What follows belongs to an exercise in optimizing a design on an open flow for small area; a production flow would make more cautious choices. Function was checked by simulation only, so behaviour that the tests miss may differ from the original. No activity file was given, so power comes from the tool's default toggle rates.

==> flow/design.v <==
`default_nettype none
module pps_add #(
    parameter int W = 22,    
    parameter int F = 8,     
    parameter int K = 7      
) (
    input  logic [W-1:0] a,
    input  logic [W-1:0] b,
    input  logic         ci,
    output logic [W-1:0] s,
    output logic         co
);
    localparam int NB = (W > F) ? (W - F + K - 1) / K : 0;
    logic [W:0] c;       
    logic [W-1:0] s0;    
    logic [W-1:0] pre;   
    logic [NB:0] bc;     
    for (genvar i = 0; i < W; i++) begin : g_bit
        logic cin;
        if (i == 0) begin : g_c0
            assign cin = ci;
        end else if (i >= F && ((i - F) % K) == 0) begin : g_cb
            assign cin = 1'b0;
        end else begin : g_cr
            assign cin = c[i];
        end
        assign s0[i]  = a[i] ^ b[i] ^ cin;
        assign c[i+1] = (a[i] & b[i]) | (a[i] & cin) | (b[i] & cin);
    end
    assign s[F-1:0] = s0[F-1:0];
    assign bc[0]    = c[F];
    for (genvar j = 0; j < NB; j++) begin : g_blk
        localparam int LO = F + j * K;
        localparam int HI = (LO + K < W) ? LO + K : W;
        for (genvar i = LO; i < HI; i++) begin : g_inc
            if (i == LO) begin : g_p0
                assign pre[i] = 1'b1;
            end else begin : g_pn
                assign pre[i] = pre[i-1] & s0[i-1];
            end
            assign s[i] = s0[i] ^ (bc[j] & pre[i]);
        end
        logic p;
        assign p       = pre[HI-1] & s0[HI-1];
        assign bc[j+1] = c[HI] | (bc[j] & p);
    end
    assign co = bc[NB];
endmodule
module pps_phase_meas_n #(
    parameter int CH      = 5,
    parameter int LANES   = 4,
    parameter int CNT_W   = 20,
    parameter int DLY_CYC = 1000,
    localparam int SUM_W  = CNT_W + $clog2(LANES),
    localparam int DW     = SUM_W + 1
) (
    input  logic                  i_clk,
    input  logic                  i_res,
    input  logic [CH*LANES-1:0]   i_dt,
    output logic                  o_ph_en,
    output logic [CH*SUM_W-1:0]   o_ph,
    output logic [CH-1:0]         o_ph_vld,
    output logic [CH*DW-1:0]      o_dph,
    output logic                  o_busy
);
    localparam int NL = CH * LANES;
    localparam int DLY_W = 10;
    localparam logic [DLY_W-1:0] c_DLY_LAST = 10'd690;
    localparam logic [1:0] c_ARMED = 2'd0;
    localparam logic [1:0] c_WAIT  = 2'd1;
    localparam logic [1:0] c_SUM   = 2'd2;
    localparam logic [1:0] c_OUT   = 2'd3;
    logic [1:0]       r_state;
    logic [NL-1:0]    r_p;
    logic [NL-1:0]    r_q;
    logic [CNT_W-1:0] r_cnt;
    logic [SUM_W-1:1] r_cnt3;      
    logic [DLY_W-1:0] r_dly;
    logic [SUM_W-1:0] r_acc [CH];
    logic [SUM_W-1:0] r_ph  [CH];
    logic [CH-1:0]    r_vld;
    logic             w_run;
    logic             w_clr;
    logic             w_load;
    logic             w_inc;
    logic             w_end;
    logic [NL-1:0]    w_cap;
    logic [NL-1:0]    w_flag;
    logic [SUM_W-1:0] w_cnt1, w_cnt2, w_cnt3, w_cnt4;
    logic [SUM_W-1:0] w_add [CH];
    logic [SUM_W-1:0] w_sum [CH];
    logic [SUM_W-1:0] w_acc [CH];
    logic [CH-1:0]    w_all;
    assign w_run  = ~r_state[1];
    assign w_clr  = i_res | (r_state == c_OUT);
    assign w_load = i_res | (r_state == c_SUM);
    assign w_inc  = w_run & (r_cnt != {CNT_W{1'b1}});
    assign w_end  = (r_state == c_WAIT) && (r_dly == c_DLY_LAST);
    assign w_cap  = r_p & r_q;
    assign w_flag = r_q & ~r_p;
    assign w_cnt1 = SUM_W'(r_cnt);
    assign w_cnt2 = SUM_W'({r_cnt, 1'b0});
    assign w_cnt4 = SUM_W'({r_cnt, 2'b00});
    assign w_cnt3 = {r_cnt3, r_cnt[0]};
    for (genvar c = 0; c < CH; c++) begin : g_acc
        pps_add #(.W(SUM_W), .F(8), .K(5)) u_add (
            .a(r_acc[c]), .b(w_add[c]), .ci(1'b0), .s(w_sum[c]), .co());
    end
    always_comb begin
        for (int c = 0; c < CH; c++) begin
            logic [2:0] k;
            k = '0;
            for (int l = 0; l < LANES; l++) k = k + 3'(w_cap[c*LANES + l]);
            case (k)
                3'd1:    w_add[c] = w_cnt1;
                3'd2:    w_add[c] = w_cnt2;
                3'd3:    w_add[c] = w_cnt3;
                3'd4:    w_add[c] = w_cnt4;
                default: w_add[c] = '0;
            endcase
            w_acc[c] = w_clr ? '0 : w_sum[c];
            w_all[c] = &w_flag[c*LANES +: LANES];
        end
    end
    always_ff @(posedge i_clk) begin
        for (int c = 0; c < CH; c++) begin
            r_acc[c] <= w_acc[c];
            if (w_load) r_ph[c] <= w_acc[c];
        end
        if (i_res) begin
            r_state <= c_ARMED;
            r_p     <= '0;
            r_q     <= '0;
            r_cnt   <= '0;
            r_cnt3  <= '0;
            r_dly   <= '0;
            r_vld   <= '0;
        end else begin
            for (int k = 0; k < NL; k++) begin
                if (r_q[k] && w_run) begin
                    r_p[k] <= 1'b0;
                    r_q[k] <= 1'b1;
                end else begin
                    r_p[k] <= i_dt[k];
                    r_q[k] <= i_dt[k] & ~r_p[k] & ~w_end;
                end
            end
            if (r_state == c_ARMED) r_dly <= '0;
            else r_dly <= {r_dly[DLY_W-2:0], ~(r_dly[9] ^ r_dly[6])};
            if (w_inc) begin
                r_cnt  <= r_cnt + 1'b1;
                r_cnt3 <= w_cnt3[SUM_W-1:1] + (SUM_W-1)'(r_cnt[0]) + 1'b1;
            end
            case (r_state)
                c_ARMED: if (r_p[0] && r_q[0]) r_state <= c_WAIT;
                c_WAIT:  if (w_end) r_state <= c_SUM;
                c_SUM: begin
                    r_vld   <= w_all;
                    r_state <= c_OUT;
                end
                default: begin
                    r_cnt   <= '0;
                    r_cnt3  <= '0;
                    r_state <= c_ARMED;
                end
            endcase
        end
    end
    logic [SUM_W-1:0] w_nb0;
    assign w_nb0 = ~r_ph[0];
    generate
        for (genvar c = 0; c < CH; c++) begin : g_pack
            assign o_ph[c*SUM_W +: SUM_W] = r_ph[c];
            if (c == 0) begin : g_ref
                assign o_dph[c*DW +: DW] = '0;
            end else begin : g_diff
                logic [SUM_W-1:0] d;
                logic             co;
                pps_add #(.W(SUM_W), .F(6), .K(4)) u_sub (
                    .a(r_ph[c]), .b(w_nb0), .ci(1'b1), .s(d), .co(co));
                assign o_dph[c*DW +: DW] = (r_vld[c] && r_vld[0]) ? {~co, d} : '0;
            end
        end
    endgenerate
    assign o_ph_en  = (r_state == c_OUT);
    assign o_ph_vld = r_vld;
    assign o_busy   = (r_state != c_ARMED);
endmodule
`default_nettype wire
==> flow/run.sh <==
#!/bin/bash
# synth_recipe.tcl (not shown) runs the flow's synth.tcl, then flattens the netlist and writes it again
# the make line also repeats each setting of config.mk as NAME=value (left out here)
make -C /OpenROAD-flow-scripts/flow DESIGN_CONFIG=/design/flow/config.mk WORK_HOME=/design/flow/orfs CLKGATE_MAP_FILE= SYNTH_SCRIPT=/design/flow/synth_recipe.tcl finish
==> flow/config.mk <==
export PLATFORM = sky130hd
export DESIGN_NAME = pps_phase_meas_n
export DESIGN_NICKNAME = pps_phase_meas_n
export VERILOG_FILES = /design/flow/design.v
export SDC_FILE = /design/flow/constraint.sdc
export NUM_CORES = 4
export LEC_CHECK = 0
export CAP_MARGIN = 20
export CORE_MARGIN = 2
export CORE_UTILIZATION = 40
export SLEW_MARGIN = 20
==> flow/constraint.sdc <==
create_clock -name core_clock -period 7.0 [get_ports {i_clk}]
set_input_delay 1.4000 -clock core_clock [delete_from_list [all_inputs] [get_ports {i_clk}]]
set_output_delay 1.4000 -clock core_clock [all_outputs]
set_load 0.01 [all_outputs]
==> results.txt, run 1 <==
- Status: complete, no violations
- Crit path max fanout: 5
- DP HPWL: 45700 um
- DR vias: about 16k
- Place WS: 481 ps
- Most frequent cell after synthesis: inv_1
- Hold Path Depth: 1
- Rel. slew slack: a little under a third
- Post-cts hold buffer count: 0
- GPL Wtd Cong: 0.870
- Area Overhead vs Synth: 19.8%
- Top cells by area, synth: dfxtp_1 (20%), edfxtp_1 (16%), fa_1 (16%), ha_1 (5.4%), inv_1 (4.6%)
- Postcts setup bufs: 0
- Number of synthesis warnings: 10
- P_sw: 0.00142 W
- First-pass GRT wire length: 91100 um
- Power density over the cells: 208 nW/um2
- CP required: 5600 ps
- ANT cells: 0
- Distinct cells, synth: 72
- Worst-skew pair later-pin latency: 530 ps
- Routed length per instance: 20.5 um
- I/O Pins: 254
- Vias per inst: 5.42
- Number of synthesized register bits: 318
- Area of the core: 50300 um2
- Iter 0 DRT Violations: about 1.8k
- Post-synthesis xor/xnor area fraction: 4.30%
- Residual DRC: 0
- Worst Setup Start Kind: flop
- Clk slew on worst S/H paths: around 60 ps
- Synth top area share: 20.4%
- CTS tree: built
- Worst EP arrival: 5330 ps
- Clock power frac: 39.0%
- Hold Path Sink: r_dly[8]
- Worst R2R Path Depth: 19
- Clock root buffer: clkbuf_16
- Worst Slack Setup Final: around 270 ps
- DIE AREA: ~53000 um2
- Clock Path Buffers: 3
- Period minus WS final: 6730 ps
- Min-delay worst type: flop to flop
- Slew of the pin with the lowest slew margin: between 1000 and 1500 ps
- Utilization after layout: about half
- Post-Synth Adder-Cell Area: 20.9%
- Pin count of the biggest net entering global routing: 80
- Switching share of power: 28.0%
- Synth Area in Compound Gates: 12.0%
- Area leader, netlist: dfxtp_1
- Reg2Reg Setup Slack: around 440 ps
- Seq/Total Area, Yosys: 36.6%
- Syn Inst Count: 2056
- Final Cycle Share: 96.1%
- DIE HEIGHT: 230 um
- Final wirelength: 59800 um
- Post-synth EDFFs: 110
- Max Slew Vio Count: 0
- RSZ-0062 raised after global routing: false
- ANT nets after route: 0
- PortBufs: 230
- H-tree levels: 2
- Maximum clock frequency: 149 MHz
- Initial Utilization: between 40% and 50%
- Simple-Gate Fraction of Synth Area: 18.1%
- Final Hold Viols: 0
- DRT Pass-1 Iters: 8
- R2r startpoint: r_q[0]
- Crit path capture type: output pin
- Pint: 0.00366 W
- Largest family of logic cells by synthesized area: adder cells
- Mapped Area: 20400 um2
- Critical path type: flop to output pin
- Die Wd: 230 um
- Core Rows: 82
- Final setup vio count: 0
- Flop pwr share: 42.5%
- Predominant post-synthesis flop cell: dfxtp_1
- FFs w/ async S/R, synth: 0%
- Post-synthesis mux area share: 0.0982%
- RR Endpoint: r_ph[0][21]
- Synth top cells by count: inv_1 (249), dfxtp_1 (208), nor2_1 (178)
- Antenna violations before repair: 1
- Share of post-route cells with drive strength above 1: 5.96%
- Total GRT Usage: 22.3%
- Skew final: between 20 and 25 ps
- Syn_area_per_cell: 9.92 um2
- Worst vdd ir: 0.128 mV
- Post_cts resized: 0
- MaxCap Viol Count: 0
- Hold Path Origin: r_dly[7]
- Final #Nets: 2492
- CTS sink cnt: 318
- CTS Buf Count: 35
- Static Leak: ~9.6 nW
- Combinational power share: between 10% and 20%
- Total gr overflow: 0
- Vias in the first global route: between 15k and 20k
- Setup_tns: 0 ps
-- per-layer routing --
| layer | routed length [um] | part of all wire, % | GRT usage [%] | vias to the layer above |
|---|---|---|---|---|
| met4 | 2310 | 3.9 | 8.63 | 0 |
| met1 | 25500 | 43 | 30.3 | 7720 |
| met3 | 4350 | 7.3 | 3.13 | 111 |
| met5 | 0 | 0 | 0 | - |
| met2 | 27600 | 46 | 36.2 | 623 |
| li1 | - | - | - | 7384 |
-- power groups by stage --
stage	Combinational, W	Clock, W	Sequential (W)
global route	0.00105	0.00209	0.00217
finish	0.000941	0.00198	0.00216
floorplan	0.000615	0	0.00215
detailed placement	0.000939	0	0.00220
CTS	0.000943	0.00202	0.00216
global placement	0.000917	0	0.00219
-- stage by stage --
stage / hold WS (ps) / std cells / instance area, um2 / total power, W
after floorplan: 420 / 2078 / 20500 / 0.00277
after global placement: 432 / 2859 / 23200 / 0.00311
after detailed placement: 446 / 2859 / 23200 / 0.00314
after CTS: 460 / 2922 / 24400 / 0.00512
after global routing: 475 / 2922 / 24400 / 0.00531
final: 459 / 2922 / 24400 / 0.00508
-- sequential cells by signal (all words and copies together) (netlist names) --
signal and count:
r_dly 10, r_acc 110, r_vld 5, r_cnt3 21
r_ph 110, r_cnt 20, r_q 20, r_state 2
r_p 20
-- critical path: stages (launching register included) --
cell	delay [ps]
edfxtp_1	560
ha_1	220
inv_1	50
fa_1	380
fa_1	390
fa_1	390
fa_1	420
inv_1	110
fa_1	220
nand4bb_1	320
o32ai_1	210
a31oi_1	390
inv_1	140
ha_1	300
and3_1	160
clkdlybuf4s50_1	530
-- how the worst max path moves through the flow --
| stage | endpoint | cells past startpoint | slack [ps] | start |
|---|---|---|---|---|
| 2_1_floorplan | r_ph[1][21] | 20 | 420 | r_q[4] |
| 3_3_place_gp | r_ph[0][21] | 19 | 580 | r_q[0] |
| 3_5_place_dp | r_ph[0][21] | 19 | 480 | r_q[0] |
| 4_1_cts | o_dph[87] | 15 | 220 | r_ph[0][0] |
| 5_1_grt | o_dph[87] | 15 | 100 | r_ph[0][0] |
| 6_report | o_dph[87] | 15 | 270 | r_ph[0][0] |
-- kinds of logic after synthesis --
group	Yosys count
simple gates	672
buf+inv	400
flops	318
compound gates	317
fa+ha+maj	246
xor+xnor	100
mux	2
other cells	1
-- cell type report --
| type | instances | area [um2] |
|---|---|---|
| Multi-Input combinational cell | 1360 | 11400 |
| Sequential cell | 318 | 7470 |
| Timing Repair Buffer | 260 | 2520 |
| Clock buffer | 46 | 990 |
| Tap cell | 672 | 841 |
| Inverter | 249 | 935 |
| Clock inverter | 17 | 245 |
| Fill cell | 4598 | 25800 |
-- cell usage in the layout, fill, tap and decap left out, types with 43 or more instances in the layout --
| cell | n |
|---|---|
| a22o_1 | 45 |
| a221oi_1 | 45 |
| edfxtp_1 | 110 |
| xnor2_1 | 67 |
| dfxtp_1 | 208 |
| ha_1 | 88 |
| fa_1 | 158 |
| nor3b_1 | 46 |
| and2_1 | 60 |
| clkdlybuf4s50_1 | 229 |
| nand2_1 | 137 |
| a21oi_1 | 43 |
| inv_1 | 249 |
| nor2_1 | 177 |
| a222oi_1 | 55 |
==> run 2: changes to the inputs <==
--- a/flow/design.v
+++ b/flow/design.v
@@ -45,6 +45,23 @@
         assign bc[j+1] = c[HI] | (bc[j] & p);
     end
     assign co = bc[NB];
+endmodule
+module pps_rca #(
+    parameter int W = 11
+) (
+    input  logic [W-1:0] a,
+    input  logic [W-1:0] b,
+    input  logic         ci,
+    output logic [W-1:0] s,
+    output logic         co
+);
+    logic [W:0] c;
+    assign c[0] = ci;
+    for (genvar i = 0; i < W; i++) begin : g_bit
+        assign s[i]   = a[i] ^ b[i] ^ c[i];
+        assign c[i+1] = (a[i] & b[i]) | (a[i] & c[i]) | (b[i] & c[i]);
+    end
+    assign co = c[W];
 endmodule
 module pps_phase_meas_n #(
     parameter int CH      = 5,
@@ -102,22 +119,32 @@
     assign w_cnt2 = SUM_W'({r_cnt, 1'b0});
     assign w_cnt4 = SUM_W'({r_cnt, 2'b00});
     assign w_cnt3 = {r_cnt3, r_cnt[0]};
+    localparam int LO_W = SUM_W / 2;
+    logic [CH-1:0] r_cy;
+    logic [CH-1:0] w_cy;
     for (genvar c = 0; c < CH; c++) begin : g_acc
-        pps_add #(.W(SUM_W), .F(8), .K(5)) u_add (
-            .a(r_acc[c]), .b(w_add[c]), .ci(1'b0), .s(w_sum[c]), .co());
+        pps_rca #(.W(LO_W)) u_lo (
+            .a(r_acc[c][LO_W-1:0]), .b(w_add[c][LO_W-1:0]), .ci(1'b0),
+            .s(w_sum[c][LO_W-1:0]), .co(w_cy[c]));
+        pps_rca #(.W(SUM_W-LO_W)) u_hi (
+            .a(r_acc[c][SUM_W-1:LO_W]), .b(w_add[c][SUM_W-1:LO_W]), .ci(r_cy[c]),
+            .s(w_sum[c][SUM_W-1:LO_W]), .co());
     end
     always_comb begin
         for (int c = 0; c < CH; c++) begin
-            logic [2:0] k;
-            k = '0;
-            for (int l = 0; l < LANES; l++) k = k + 3'(w_cap[c*LANES + l]);
-            case (k)
-                3'd1:    w_add[c] = w_cnt1;
-                3'd2:    w_add[c] = w_cnt2;
-                3'd3:    w_add[c] = w_cnt3;
-                3'd4:    w_add[c] = w_cnt4;
-                default: w_add[c] = '0;
+            logic [LANES-1:0] cp;
+            logic             n1, n2, n3, n4;
+            cp = w_cap[c*LANES +: LANES];
+            n1 = 1'b0; n2 = 1'b0; n3 = 1'b0; n4 = 1'b0;
+            case (cp)
+                4'b0001, 4'b0010, 4'b0100, 4'b1000: n1 = 1'b1;
+                4'b0011, 4'b0101, 4'b0110, 4'b1001, 4'b1010, 4'b1100: n2 = 1'b1;
+                4'b0111, 4'b1011, 4'b1101, 4'b1110: n3 = 1'b1;
+                4'b1111: n4 = 1'b1;
+                default: ;
             endcase
+            w_add[c] = ({SUM_W{n1}} & w_cnt1) | ({SUM_W{n2}} & w_cnt2)
+                     | ({SUM_W{n3}} & w_cnt3) | ({SUM_W{n4}} & w_cnt4);
             w_acc[c] = w_clr ? '0 : w_sum[c];
             w_all[c] = &w_flag[c*LANES +: LANES];
         end
@@ -125,6 +152,7 @@
     always_ff @(posedge i_clk) begin
         for (int c = 0; c < CH; c++) begin
             r_acc[c] <= w_acc[c];
+            r_cy[c]  <= w_cy[c] & ~w_clr;
             if (w_load) r_ph[c] <= w_acc[c];
         end
         if (i_res) begin
@@ -176,7 +204,7 @@
             end else begin : g_diff
                 logic [SUM_W-1:0] d;
                 logic             co;
-                pps_add #(.W(SUM_W), .F(6), .K(4)) u_sub (
+                pps_add #(.W(SUM_W), .F(7), .K(5)) u_sub (
                     .a(r_ph[c]), .b(w_nb0), .ci(1'b1), .s(d), .co(co));
                 assign o_dph[c*DW +: DW] = (r_vld[c] && r_vld[0]) ? {~co, d} : '0;
             end
==> flow/flow/run.sh (new file) <==
#!/bin/bash
# Own layout flow: the standard ORFS flow (standard.sh, with the standard
# synthesis unchanged) with two knobs changed:
#  - port buffers use the smallest buffer cell (every port still gets one);
#  - the clock tree is built from clkbuf_4 cells over small sink clusters,
#    without dummy balancing loads.
# All tool output goes to standard.log here and to ORFS's logs under orfs/.
set -euo pipefail
export BUFFER_PORTS_ARGS="-buffer_cell sky130_fd_sc_hd__buf_1"
export CTS_ARGS="-sink_clustering_enable -repair_clock_nets -dont_use_dummy_load -buf_list sky130_fd_sc_hd__clkbuf_4 -sink_clustering_size 8 -sink_clustering_max_diameter 40"
bash standard.sh > standard.log 2>&1
==> flow/standard.sh (new file) <==
#!/bin/bash
# synth_recipe.tcl (not shown) runs the flow's synth.tcl, then flattens the netlist and writes it again
# the make line also repeats each setting of config.mk as NAME=value (left out here)
make -C /OpenROAD-flow-scripts/flow DESIGN_CONFIG=/design/flow/config.mk WORK_HOME=/design/flow/orfs CLKGATE_MAP_FILE= SYNTH_SCRIPT=/design/flow/synth_recipe.tcl "${@:-finish}"
removed: flow/run.sh
==> run 2 against run 1 <==
Final cell count shrank 8.0%. Setup slack better by 2.7 ps. Register-to-register slack worse by 110 ps. Area after synthesis down 5.2%. Synthesized cell count fell by 7.9%. Worst hold slack got worse by 14 ps. Routed wire length shrank 11%. Highest routed layer unchanged. Critical path depth grew 2. Critical path type unchanged. Total power fell by 22%. Fmax barely moved. Largest power group unchanged. Sequential share of layout area increased by 5.5 points. Sequential power barely moved.
==> results.txt, run 2 <==
- Iter 0 DRT Violations: 1571
- Area of the core: approximately 48000 um2
- Post-synthesis mux area share: 0.363%
- Synth top area share: 22.1%
- Most common cell after layout, fill and taps aside: buf_1
- Skew final: 76.6 ps
- Post-Synth Adder-Cell Area: 21.1%
- Clock power frac: 24.1%
- CP required: 5600 ps
- Clk slew on worst S/H paths: 80 ps
- H-tree levels: 2
- Slew of the pin with the lowest slew margin: roughly 1000 ps
- Pin count of the biggest net entering global routing: 108
- CTS sink cnt: 323
- Utilization after layout: 44.0%
- I/O Pins: 254
- Synth Area in Compound Gates: 11.5%
- Synth top cells by count: dfxtp_1 (213), inv_1 (184), fa_1 (172)
- Status: complete, no violations
- Distinct cells, synth: 68
- Finished Cell Area: ~21000 um2
- Switching share of power: 31.8%
- Critical path type: flop to output pin
- Combinational power share: 21.4%
- Placed Instance Area: 20600 um2
- Crit path capture type: output pin
- Final Cycle Share: a little over nine tenths
- Min-delay worst type: flop to flop
- Rel. slew slack: between 30% and 40%
- Die Wd: 224 um
- Core Rows: 80
- Commonest non-fill, non-tap cells in the layout: buf_1 (229), dfxtp_1 (213), inv_1 (184), fa_1 (172), nand2_1 (163)
- Period minus WS final: 6720 ps
- Final wirelength: 53400 um
- Static Leak: just under 9 nW
- Syn_area_per_cell: 10.2 um2
- Worst-skew pair later-pin latency: 790 ps
- Share of post-route cells with drive strength above 1: 5.60%
- Simple-Gate Fraction of Synth Area: 16.9%
- Clock Path Buffers: 3
- Vias in the first global route: approximately 14k
- CTS Buf Count: 52
- Syn Inst Count: around 1.9k
- DIE HEIGHT: between 200 and 250 um
- DR vias: 14.5k
- Final #Nets: 2316
- Largest family of logic cells by synthesized area: adder cells
- FFs w/ async S/R, synth: 0%
- Post-synthesis xor/xnor area fraction: about 3.4%
- Crit path max fanout: 5
- Power density over the cells: roughly 190 nW/um2
- Most frequent cell after synthesis: dfxtp_1
- MaxCap Viol Count: 0
- Mapped Area: 19300 um2
- Worst Setup Start Kind: flop
- P_sw: between 0.001 and 0.0015 W
- Setup_tns: 0 ps
- Max Slew Vio Count: 0
- Top cells by area, synth: dfxtp_1 (22%), fa_1 (18%), edfxtp_1 (17%), a22oi_1 (5.3%), inv_1 (3.6%)
- Area Overhead vs Synth: 8.63%
- Residual DRC: 0
- Post-synth EDFFs: 110
- Predominant post-synthesis flop cell: dfxtp_1
- DIE AREA: 50100 um2
- Clock root buffer: clkbuf_4
- CTS tree: built
- Total GRT Usage: between 20% and 30%
- Top flop regs: r_acc x110, r_ph x110, r_cnt3 x21
- Number of synthesis warnings: 10
- PortBufs: 230
- Area leader, netlist: dfxtp_1
- DP HPWL: between 40000 and 50000 um
- Worst EP arrival: 5320 ps
- Worst Slack Setup Final: 277 ps
- Place WS: 231 ps
- Total gr overflow: 0
- Worst vdd ir: 0.0968 mV
- Routed length per instance: 19.9 um
- Maximum clock frequency: ~150 MHz
- Final Hold Viols: 0
- First-pass GRT wire length: about 83000 um
- ANT nets after route: 0
- Final setup vio count: 0
- Pint: 0.00272 W
- Flop pwr share: a little over half
- Number of synthesized register bits: around 320
- Vias per inst: 5.39
- RSZ-0062 raised after global routing: false
- GPL Wtd Cong: 0.867
- DRT Pass-1 Iters: 9
- Initial Utilization: 40.5%
- Total power: between 0.003 and 0.004 W
- Seq/Total Area, Yosys: 39.2%
- Antenna violations before repair: 3
run 2: power groups by stage:
stage	sequential, W	combinational [W]	clock, W
5_1_grt	0.00218	0.000966	0.00107
2_1_floorplan	0.00219	0.000605	0
3_3_place_gp	0.00221	0.000827	0
6_report	0.00217	0.000854	0.000961
3_5_place_dp	0.00221	0.000853	0
4_1_cts	0.00217	0.000856	0.00101
run 2: final timing paths:
check	end	start	slack [ps]	depth (start not counted)
setup / recovery	o_dph[110]	r_ph[0][0]	280	17
hold / removal	r_dly[2]	r_dly[1]	440	1
hold reg to reg	r_dly[2]	r_dly[1]	440	1
setup reg to reg	r_ph[2][21]	r_q[8]	330	20
run 2: layout make-up:
class                   instances  area, um2
multi-input cells            1242      10400
inverters                     185        694
fillers                      4612      26800
well taps                     615        769
clock buffers                  52        390
flip-flops and latches        323       7570
repair buffers                268       1150
diodes                          3       7.51
run 2: routing by layer:
metal / up-vias / GRT usage, % / part of all wire, %
met5: - / 0 / 0
met4: 0 / 5.74 / 2.3
met3: 98 / 3.73 / 6.3
met2: 570 / 35.6 / 47
met1: 7091 / 29.4 / 44
li1: 6722 / - / -
run 2: timing repair:
item	in CTS	in global routing
endpoints found under the setup margin	0	4
buffers inserted	0	0
gates resized for setup	0	2
hold buffers	0	0
run 2: logic make-up after synthesis:
family / count (synthesis)
other cells: 1
compound gates: 296
xor+xnor: 76
fa+ha+maj: 222
flops: 323
mux: 7
simple gates: 618
buf+inv: 350
run 2: critical path: stages (launching register included):
cell and delay (ps):
edfxtp_1 520, ha_1 200, inv_1 50, fa_1 380, fa_1 390, fa_1 390
fa_1 470, fa_1 400, inv_1 80, fa_1 230, nand4bb_1 200, o21a_1 290
o21a_1 230, inv_1 100, ha_1 190, xor2_1 160, nor2_1 90, buf_1 170
run 2: per-stage QoR:
step           cells  hold slack, ps
4_1_cts         2685             445
2_1_floorplan   1915             420
3_3_place_gp    2633             432
5_1_grt         2688             501
6_report        2688             444
3_5_place_dp    2633             445
==> run 3: changes to the inputs <==
--- a/flow/design.v
+++ b/flow/design.v
@@ -62,6 +62,29 @@
         assign c[i+1] = (a[i] & b[i]) | (a[i] & c[i]) | (b[i] & c[i]);
     end
     assign co = c[W];
+endmodule
+module add_dec #(parameter int W=22, parameter int F=6, parameter int K=4) (input logic [W-1:0] a, b, input logic ci, output logic [W-1:0] s, output logic co);
+    localparam int NB = (W > F) ? (W - F + K - 1) / K : 0;
+    logic [F:0] c; assign c[0]=ci;
+    for (genvar i=0;i<F;i++) begin : g0
+        assign s[i] = a[i]^b[i]^c[i];
+        assign c[i+1] = (a[i]&b[i])|(a[i]&c[i])|(b[i]&c[i]);
+    end
+    logic [NB:0] bc; assign bc[0]=c[F];
+    for (genvar j=0;j<NB;j++) begin : gb
+        localparam int LO = F + j*K;
+        localparam int HI = (LO+K<W)?LO+K:W;
+        logic [HI-LO:0] c1, z; assign c1[0]=1'b1; assign z[0]=1'b1;
+        for (genvar i=LO;i<HI;i++) begin : gi
+            logic x1;
+            assign x1 = a[i]^b[i]^c1[i-LO];
+            assign c1[i-LO+1] = (a[i]&b[i])|(a[i]&c1[i-LO])|(b[i]&c1[i-LO]);
+            assign s[i] = x1 ^ (~bc[j] & z[i-LO]);
+            assign z[i-LO+1] = z[i-LO] & ~x1;
+        end
+        assign bc[j+1] = c1[HI-LO] & (bc[j] | ~z[HI-LO]);
+    end
+    assign co = bc[NB];
 endmodule
 module pps_phase_meas_n #(
     parameter int CH      = 5,
@@ -204,7 +227,7 @@
             end else begin : g_diff
                 logic [SUM_W-1:0] d;
                 logic             co;
-                pps_add #(.W(SUM_W), .F(7), .K(5)) u_sub (
+                add_dec #(.W(SUM_W), .F(7), .K(8)) u_sub (
                     .a(r_ph[c]), .b(w_nb0), .ci(1'b1), .s(d), .co(co));
                 assign o_dph[c*DW +: DW] = (r_vld[c] && r_vld[0]) ? {~co, d} : '0;
             end
--- a/flow/config.mk
+++ b/flow/config.mk
@@ -7,5 +7,5 @@
 export LEC_CHECK = 0
 export CAP_MARGIN = 20
 export CORE_MARGIN = 2
-export CORE_UTILIZATION = 40
+export CORE_UTILIZATION = 70
 export SLEW_MARGIN = 20
==> run 3 against run 2 <==
Still clean on timing, DRC and antenna. Synthesized cell count down 7.7%. Setup slack worse by 180 ps. Worst hold slack better by 4.8 ps. Final area is 2.6% lower. Area after synthesis decreased by 2.3%. Utilization is 33 points higher. Non-clock buffer count grew 12. Critical path depth shrank 2.
==> results.txt, run 3 <==
- Status: complete, no violations
- ANT nets after route: 0
- Antenna violations before repair: 2
- Predominant post-synthesis flop cell: dfxtp_1
- GPL Wtd Cong: 0.930
- Post-synth EDFFs: 110
- DIE HEIGHT: 168 um
- Critical path type: flop to output pin
- Total gr overflow: 0
- Period minus WS final: 6900 ps
- Area Overhead vs Synth: 8.26%
- Maximum clock frequency: ~140 MHz
- Syn Inst Count: 1748
- Area leader, netlist: dfxtp_1
- Max Slew Vio Count: 0
- Utilization after layout: 76.5%
- Vias in the first global route: 13.6k
- Vias per inst: a little over 6
- Skew final: 68.0 ps
- Largest delay share family, worst path: adder cells
- I/O Pins: 254
- Reg area: 7570 um2
- FFs w/ async S/R, synth: 0%
- DP HPWL: 34900 um
- CTS tree: built
- Bufs and invs on worst path: 3
- Worst-skew pair later-pin latency: between 700 and 800 ps
- Residual DRC: 0
- Finished Cell Area: approximately 20000 um2
- Synth top cells by count: dfxtp_1 (213), fa_1 (176), clkbuf_1 (137)
- Clk slew on worst S/H paths: 90 ps
- Static Leak: roughly 8.2 nW
- Pin count of the biggest net entering global routing: 77
- M1 GR Usage: around 50%
- Critical path startpoint: r_ph[0][0]
- Worst vdd ir: approximately 0.14 mV
- Final wirelength: 47200 um
- Gr busiest metal: met1
- Critical-path top delay cell: or4b_4
- First-pass GRT wire length: 74400 um
- Crit path capture type: output pin
- Die Wd: about 170 um
- Switching share of power: 31.3%
- Iter 0 DRT Violations: 1427
- Core Rows: 60
- Syn_area_per_cell: 10.8 um2
- Commonest non-fill, non-tap cells in the layout: buf_1 (223), dfxtp_1 (213), fa_1 (153), inv_1 (128), nor2_1 (117)
- Clock Path Buffers: 3
- Combinational power share: 21.1%
- Synth top area share: 22.6%
- Clock power frac: about a quarter
- Final setup vio count: 0
- Multi-input combinational cell area: about 10000 um2
- GRT met2 Usage: between 50% and 60%
- Slew of the pin with the lowest slew margin: 953 ps
- Rel. slew slack: 36.3%
- Most common cell after layout, fill and taps aside: buf_1
- Mapped Area: around 19000 um2
- Most frequent cell after synthesis: dfxtp_1
- Routed length per instance: just over 20 um
- Number of synthesized register bits: 323
- Initial Utilization: 70.6%
- RSZ-0062 raised after global routing: true
- Final Cycle Share: roughly 99%
- DR vias: 14.2k
- PortBufs: 230
- Share of post-route cells with drive strength above 1: 8.22%
- Fill cells: 1863
- DRT Pass-1 Iters: 6
- Top cells by area, synth: dfxtp_1 (23%), fa_1 (19%), edfxtp_1 (17%), a22o_1 (4.4%), a221o_1 (4.4%)
- Pint: 0.00270 W
- Hold Path Origin: r_dly[5]
- CP required: 5600 ps
- Worst Setup Start Kind: flop
- Area of the core: about 27000 um2
- P_sw: roughly 0.0012 W
- Met3 GRT Util: 6.04%
- Min-delay worst type: flop to flop
- Clock root buffer: clkbuf_4
- CTS Buf Count: 49
- Placed Instance Area: about 20000 um2
- Power density over the cells: 192 nW/um2
- Seq/Total Area, Yosys: 40.1%
- Flop pwr share: 55.3%
- H-tree levels: 2
- Distinct cells, synth: 56
- Total GRT Usage: about a third
- Number of synthesis warnings: 10
- Top flop regs: r_acc x110, r_ph x110, r_cnt3 x21
- Most frequent CP cell: fa_2
- DIE AREA: 28300 um2
- MaxCap Viol Count: 0
- CTS sink cnt: 323
- Cell chain of the critical path: buf_4 > ha_1 > inv_1 > fa_2 > fa_2 > fa_2 > fa_2 > fa_2 > fa_2 > or4b_4 > o31a_1 > or3_4 > or3_4 > a21oi_2 > buf_2
- Crit path max fanout: 4
- Total power: slightly below 0.004 W
- Worst EP arrival: about 5500 ps
- Final Hold Viols: 0
- Final #Nets: 2176
- R2r startpoint: r_q[5]
- Crit path largest cell delay: 560 ps
-- run 3: cell types whose count changed after synthesis, sizes merged, moves of 21 or more --
cell	before	now
buf	56	28
nand2	163	77
a22oi	136	6
a221o	2	83
clkbuf	109	137
xnor2	43	22
inv	184	128
a22o	14	95
-- run 3: worst paths after layout --
kind | to | slack [ps] | cells past startpoint
worst min register to register | r_dly[6] | 450 | 1
worst min-delay path | r_dly[6] | 450 | 1
worst max register to register | r_ph[1][21] | 380 | 21
worst max-delay path | o_dph[113] | 100 | 15
-- run 3: per-stage QoR --
| stage | setup WS, ps | hold slack [ps] | setup TNS [ps] | cells |
|---|---|---|---|---|
| 3_3_place_gp | 422 | 425 | 0 | 2209 |
| 3_5_place_dp | 351 | 440 | 0 | 2209 |
| 2_1_floorplan | 785 | 420 | 0 | 1770 |
| 5_1_grt | -75.4 | 471 | -215 | 2277 |
| 6_report | 99.5 | 449 | 0 | 2278 |
| 4_1_cts | 1.99 | 454 | 0 | 2266 |
-- run 3: kinds of logic after synthesis --
logic type	count (synthesis)	share of synthesized area [%]
adders and majority gates	218	21.4
and+or+nand+nor	510	14.7
buffers and inverters	293	6.29
other	1	0.0199
xor gates and xnor gates	59	2.74
muxes	6	0.318
AOI/OAI and AO/OA	338	14.4
DFF	323	40.1
-- run 3: cell type report --
cell class	count	area share [%]
Multi-Input combinational cell	1154	50.6
Sequential cell	323	37.0
Timing Repair Buffer	280	6.10
Inverter	128	2.35
Tap cell	341	2.09
Clock buffer	49	1.80
Antenna cell	3	0.0367
-- run 3: power by group through the flow --
stage	registers [W]	logic, W	clock network, W
2_1_floorplan	0.00218	0.000559	0
3_3_place_gp	0.00221	0.000736	0
3_5_place_dp	0.00221	0.000768	0
4_1_cts	0.00217	0.000796	0.000937
5_1_grt	0.00218	0.000926	0.00101
6_report	0.00217	0.000830	0.000926
-- run 3: repair_timing --
item | in CTS | in global routing
setup buffers | 8 | 9
hold buffers | 0 | 0
gates cloned | 0 | 0
resized for setup | 16 | 29
endpoints found under the setup margin | 18 | 18
pin swaps | 8 | 13
-- run 3: worst register-to-register path: stages (launching register included) --
cell and delay (ps):
dfxtp_1 330, nand2_1 90, inv_1 50, ha_1 220, a221oi_1 290, a211oi_2 110, buf_4 220, a22o_1 260
a221oi_1 480, fa_1 280, inv_1 60, fa_1 410, fa_1 440, fa_1 430, fa_1 440, fa_1 430
fa_1 420, fa_1 430, fa_1 420, xor2_1 180, or2_2 280, mux2i_1 180
-- run 3: layer usage --
metal	wire [um]	up-vias
met5	0	-
met4	932	0
met3	4430	78
met2	21100	698
met1	20700	6978
li1	-	6432

[static timing again, ports no longer ideal]
Ports are ideal in the flow. The routed layouts listed here were re-timed in OpenROAD.
Step 1, drivers: a clkbuf_16 drives i_clk and a buf_2 each remaining input, both assumed.
Step 2 moves the port delays by t, midway between the first and last clock arrival at a register: inputs arrive t later, outputs are due t later. That takes back most of the time a late clock gives input paths.
Three values: ideal, step 1, step 2; two values: the first two.
| run | t (ns) | setup slack, ns | hold WS [ns] | worst setup path after step 2 | cell pins on the clock port's net |
|---|---|---|---|---|---|
| run 1 | 0.575 | 0.275 / 0.222 / 0.443 | 0.459 / 0.459 / 0.459 | register to register | 1 |
| run 2 | 0.806 | 0.277 / 0.225 / 0.330 | 0.444 / 0.444 / 0.444 | register to register | 1 |
| run 3 | 0.720 | 0.100 / 0.051 / 0.376 | 0.449 / 0.449 / 0.449 | register to register | 1 |
After both steps every run listed still meets setup and hold.
